Background: an optimization exercise with open tools, aiming at small area, a short achievable clock period and few clock cycles per item. Do not read the settings as production practice.
In this exercise RTL edits were held to simulation tests only and were not proved equivalent to the original.

## main
// ooo_core
module ooo_core (
    input  wire logic        clk,
    input  wire logic        i_arst_n,
    input  wire logic        i_disp_valid,
    input  wire logic [2:0]  i_disp_op,
    input  wire logic [4:0]  i_disp_rdst,
    input  wire logic [31:0] i_disp_a,
    input  wire logic [31:0] i_disp_b,
    output logic             o_disp_ready,
    output logic             o_ret_valid,
    output logic [4:0]       o_ret_rdst,
    output logic [2:0]       o_ret_tag,
    output logic [31:0]      o_ret_data,
    input  wire logic        i_ret_ready
);
    function automatic logic [31:0] rev32(logic [31:0] v);
        for (int i = 0; i < 32; i++) rev32[i] = v[31-i];
    endfunction
    logic        en;
    logic        take;
    logic        is_mul, is_shift, is_addsub, is_sub;
    logic [31:0] a0;
    logic [15:0] one0, two0, neg0;
    logic [32:0] bx;
    logic [31:0] bs;
    assign is_mul    = (i_disp_op == 3'd7);
    assign is_shift  = (i_disp_op == 3'd5) | (i_disp_op == 3'd6);
    assign is_addsub = (i_disp_op == 3'd0) | (i_disp_op == 3'd1);
    assign is_sub    = (i_disp_op == 3'd1);
    assign bs        = i_disp_b ^ {32{is_sub}};
    always_comb begin
        case (i_disp_op)
            3'd2:    a0 = i_disp_a & i_disp_b;
            3'd3:    a0 = i_disp_a | i_disp_b;
            3'd4:    a0 = i_disp_a ^ i_disp_b;
            3'd6:    a0 = rev32(i_disp_a);
            default: a0 = i_disp_a;
        endcase
    end
    assign bx = {i_disp_b, 1'b0};
    always_comb begin
        for (int j = 0; j < 16; j++) neg0[j] = bx[2*j+2] & is_mul;
    end
    always_comb begin
        for (int j = 0; j < 16; j++) begin
            if (is_mul) begin
                one0[j] = bx[2*j+1] ^ bx[2*j];
  ...
Size: ~2100 cells after synthesis, about 280 flip-flops, ~120 I/O pins.
export LEC_CHECK = 0
export CAP_MARGIN = 20
export CORE_MARGIN = 2
export CORE_UTILIZATION = 40
export SETUP_SLACK_MARGIN = 2.8
export SLEW_MARGIN = 20
create_clock -name core_clock -period 6.5 [get_ports {clk}]
standard.sh (not shown) runs the stock make flow with config.mk's settings and CLKGATE_MAP_FILE= SYNTH_SCRIPT=/design/flow/synth_recipe.tcl, a recipe that flattens the netlist after the stock synthesis.
==> flow/flow/run.sh <==
#!/bin/bash
# The standard layout (standard.sh, unchanged ORFS steps), with one synthesis option:
# SYNTH_ARGS=-noabc skips the quick "abc -fast" inside Yosys's generic synth, so that
# extract_fa meets the carry-save adder tree as the RTL writes it and maps it onto
# full-adder cells without inverters between them. The main ABC mapping still runs.
# Registers and their names are the same as the standard synthesis's.
set -euo pipefail
cd "$(dirname "${BASH_SOURCE[0]}")/.."
export SYNTH_ARGS="-noabc"
bash standard.sh > flow_standard.log 2>&1
main finished every stage and its layout cleared the timing, DRC and antenna checks.
Testbench counts of main, summed over its fixed seeds: cycles 9,148, items 8,000.
Relative to main, the following input files were edited for the feature branch:
diff --git a/flow/flow/run.sh b/flow/flow/run.sh
--- a/flow/flow/run.sh
+++ b/flow/flow/run.sh
@@ -6,2 +6,4 @@
 # Registers and their names are the same as the standard synthesis's.
+# Port buffers: every input and output port still gets its own buffer, but the smallest
+# plain buffer rather than a delay buffer; the resizer upsizes the ones that need it.
 set -euo pipefail
@@ -9,2 +11,3 @@
 export SYNTH_ARGS="-noabc"
+export BUFFER_PORTS_ARGS="-buffer_cell sky130_fd_sc_hd__buf_1"
 bash standard.sh > flow_standard.log 2>&1
==> comparison <==
Count of multi-input combinational gates delta (the feature branch -> main): insignificant
The feature branch — met2 capacity usage during global routing 0.32 points lower, main as reference
Summary of the feature branch over main: final cell count saw an increase, global-route usage saw little to no change, non-clock buffer count saw an increase, wire length of the first global-routing pass saw an increase.

* * *

Another version of the RTL of ooo_core (not shown whole).
Size in the first run: ~2100 cells after synthesis, ~250 flip-flops, about 120 I/O pins, roughly 23000 um^2 of cells after synthesis.
Design ooo_core, start of the top module:
module ooo_core (
    input  wire logic        clk,
    input  wire logic        i_arst_n,
    input  wire logic        i_disp_valid,
    input  wire logic [2:0]  i_disp_op,
    input  wire logic [4:0]  i_disp_rdst,
    input  wire logic [31:0] i_disp_a,
    input  wire logic [31:0] i_disp_b,
    output logic             o_disp_ready,
    output logic             o_ret_valid,
    output logic [4:0]       o_ret_rdst,
    output logic [2:0]       o_ret_tag,
    output logic [31:0]      o_ret_data,
    input  wire logic        i_ret_ready
);
Settings: LEC_CHECK=0, CAP_MARGIN=20, CORE_MARGIN=2, CORE_UTILIZATION=40, SETUP_SLACK_MARGIN=3.3, SLEW_MARGIN=20; clock period 6.5 ns.
==> flow/flow/run.sh <==
#!/bin/bash
# The standard layout (standard.sh, unchanged ORFS steps), with one synthesis option:
# SYNTH_ARGS=-noabc skips the quick "abc -fast" inside Yosys's generic synth, so that
# extract_fa meets the carry-save adder tree as the RTL writes it and maps it onto
# full-adder cells without inverters between them. The main ABC mapping still runs.
# Registers and their names are the same as the standard synthesis's.
# Port buffers: every input and output port still gets its own buffer, but the smallest
# plain buffer rather than a delay buffer; the resizer upsizes the ones that need it.
set -euo pipefail
cd "$(dirname "${BASH_SOURCE[0]}")/.."
export SYNTH_ARGS="-noabc"
export BUFFER_PORTS_ARGS="-buffer_cell sky130_fd_sc_hd__buf_1"
bash standard.sh > flow_standard.log 2>&1
The baseline passed the timing, DRC and antenna checks.
Testbench counts at the start, summed over its fixed seeds: cycles 9,148, items 8,000.
Next try:
--- a/flow/config.mk
+++ b/flow/config.mk
@@ -10,3 +10,4 @@
 export CORE_UTILIZATION = 40
-export SETUP_SLACK_MARGIN = 3.3
+export SETUP_SLACK_MARGIN = 3.1
 export SLEW_MARGIN = 20
+export TNS_END_PERCENT = 0
What happened: The changed run finished with timing, DRC and antenna clean; worst setup slack degrades by 18 ps; utilization falls by 4.2 points; die area stays the same; final area goes down by 8.5%; routed wire length came out lower by 5.9%; register-to-register slack gets worse by 20 ps; first-iteration DRC count shrinks by 11%; global-route usage went down by 1.3 points; non-clock buffer count drops by 120.
Next try:
--- a/flow/config.mk
+++ b/flow/config.mk
@@ -10,4 +10,3 @@
 export CORE_UTILIZATION = 40
-export SETUP_SLACK_MARGIN = 3.1
+export SETUP_SLACK_MARGIN = 3.6
 export SLEW_MARGIN = 20
-export TNS_END_PERCENT = 0
Effect:
- routed wire length goes up by roughly a tenth
- synthesized area stays the same
- final area goes up by about a fifth
Next try:
--- a/flow/flow/run.sh
+++ b/flow/flow/run.sh
@@ -8,2 +8,3 @@
 # plain buffer rather than a delay buffer; the resizer upsizes the ones that need it.
+# Clock tree: no dummy loads (and, here, larger sink clusters), for fewer clock cells.
 set -euo pipefail
@@ -12,2 +13,3 @@
 export BUFFER_PORTS_ARGS="-buffer_cell sky130_fd_sc_hd__buf_1"
+export CTS_ARGS="-sink_clustering_enable -repair_clock_nets -dont_use_dummy_load -sink_clustering_size 30 -sink_clustering_max_diameter 150"
 bash standard.sh > flow_standard.log 2>&1
--- a/flow/config.mk
+++ b/flow/config.mk
@@ -10,3 +10,3 @@
 export CORE_UTILIZATION = 40
-export SETUP_SLACK_MARGIN = 3.6
+export SETUP_SLACK_MARGIN = 3.1
 export SLEW_MARGIN = 20
The changed run went through all stages and came out clean.
Core utilization went down by 7.1 points.
Non-clock buffer count fell by 98.
Via count drops by 5.0%.
Count of clock-buffer cells in the layout went down by 23.
Setup slack gains 71 ps.
Final cell count fell by 4.6%.
Global-route usage drops by 2.9 points.
Clock skew rose by 27 ps.
Next try:
--- a/flow/flow/run.sh
+++ b/flow/flow/run.sh
@@ -8,3 +8,3 @@
 # plain buffer rather than a delay buffer; the resizer upsizes the ones that need it.
-# Clock tree: no dummy loads (and, here, larger sink clusters), for fewer clock cells.
+# Clock tree: no dummy loads and larger sink clusters, for fewer clock cells.
 set -euo pipefail
@@ -13,3 +13,3 @@
 export BUFFER_PORTS_ARGS="-buffer_cell sky130_fd_sc_hd__buf_1"
-export CTS_ARGS="-sink_clustering_enable -repair_clock_nets -dont_use_dummy_load -sink_clustering_size 30 -sink_clustering_max_diameter 150"
+export CTS_ARGS="-sink_clustering_enable -repair_clock_nets -dont_use_dummy_load -sink_clustering_size 20 -sink_clustering_max_diameter 100"
 bash standard.sh > flow_standard.log 2>&1
--- a/flow/config.mk
+++ b/flow/config.mk
@@ -10,3 +10,3 @@
 export CORE_UTILIZATION = 40
-export SETUP_SLACK_MARGIN = 3.1
+export SETUP_SLACK_MARGIN = 3.0
 export SLEW_MARGIN = 20
=> Via count hardly moves; design area barely changes; area after synthesis is unchanged; wire length is lower by 0.59%; utilization stays flat; global-route usage climbs by 0.24 points; die area does not change; count of clock-buffer cells in the layout is higher by 5; register-to-register slack is worse by 80 ps.
Next try:
--- a/flow/flow/run.sh
+++ b/flow/flow/run.sh
@@ -8,3 +8,2 @@
 # plain buffer rather than a delay buffer; the resizer upsizes the ones that need it.
-# Clock tree: no dummy loads and larger sink clusters, for fewer clock cells.
 set -euo pipefail
@@ -13,3 +12,2 @@
 export BUFFER_PORTS_ARGS="-buffer_cell sky130_fd_sc_hd__buf_1"
-export CTS_ARGS="-sink_clustering_enable -repair_clock_nets -dont_use_dummy_load -sink_clustering_size 20 -sink_clustering_max_diameter 100"
 bash standard.sh > flow_standard.log 2>&1
--- a/flow/config.mk
+++ b/flow/config.mk
@@ -10,3 +10,3 @@
 export CORE_UTILIZATION = 40
-export SETUP_SLACK_MARGIN = 3.0
+export SETUP_SLACK_MARGIN = 2.8
 export SLEW_MARGIN = 20
=> Register-to-register slack got worse by 70 ps; worst setup slack got worse by 71 ps; wire length went down by 0.71%; final cell count went down by 1.2%; area after synthesis does not change; synthesized cell count stays the same.

## port drivers added, routing unchanged
How much do the figures lean on ideal ports? The routed layouts below were timed once more, with nothing changed but the port constraints.
Step 1 assumes that a clkbuf_16 drives the clock port and a buf_2 every other input.
Step 2 also shifts input and output timing later by t, the mid clock arrival at the registers, as if the neighbouring blocks saw the same clock.
Slacks: ideal ports / drivers / drivers and shift; pairs: ideal ports / drivers.
| run | t (ns) | slack for setup (ns) | clock arrival spread, ns |
|---|---|---|---|
| main | 0.617 | 2.824 / 2.824 / 2.564 | 0.032 / 0.032 |
| the feature branch | 0.599 | 2.811 / 2.811 / 2.502 | 0.025 / 0.025 |
| the first run of note 2 | 0.654 | 2.944 / 2.944 / 2.870 | 0.017 / 0.016 |
| the second run of note 2 | 0.641 | 2.926 / 2.926 / 2.848 | 0.038 / 0.039 |
| the third run of note 2 | 0.662 | 2.940 / 2.940 / 2.940 | 0.013 / 0.014 |
| the fourth run of note 2 | 0.539 | 3.011 / 3.011 / 2.829 | 0.041 / 0.040 |
| the fifth run of note 2 | 0.581 | 2.927 / 2.927 / 2.683 | 0.046 / 0.046 |
| the sixth run of note 2 | 0.639 | 2.855 / 2.855 / 2.841 | 0.039 / 0.040 |
After both steps setup and hold are still met in every run listed. The setup slack of the feature branch, which loses most, moves by 0.000 ns with the drivers and by -0.309 ns with both steps.
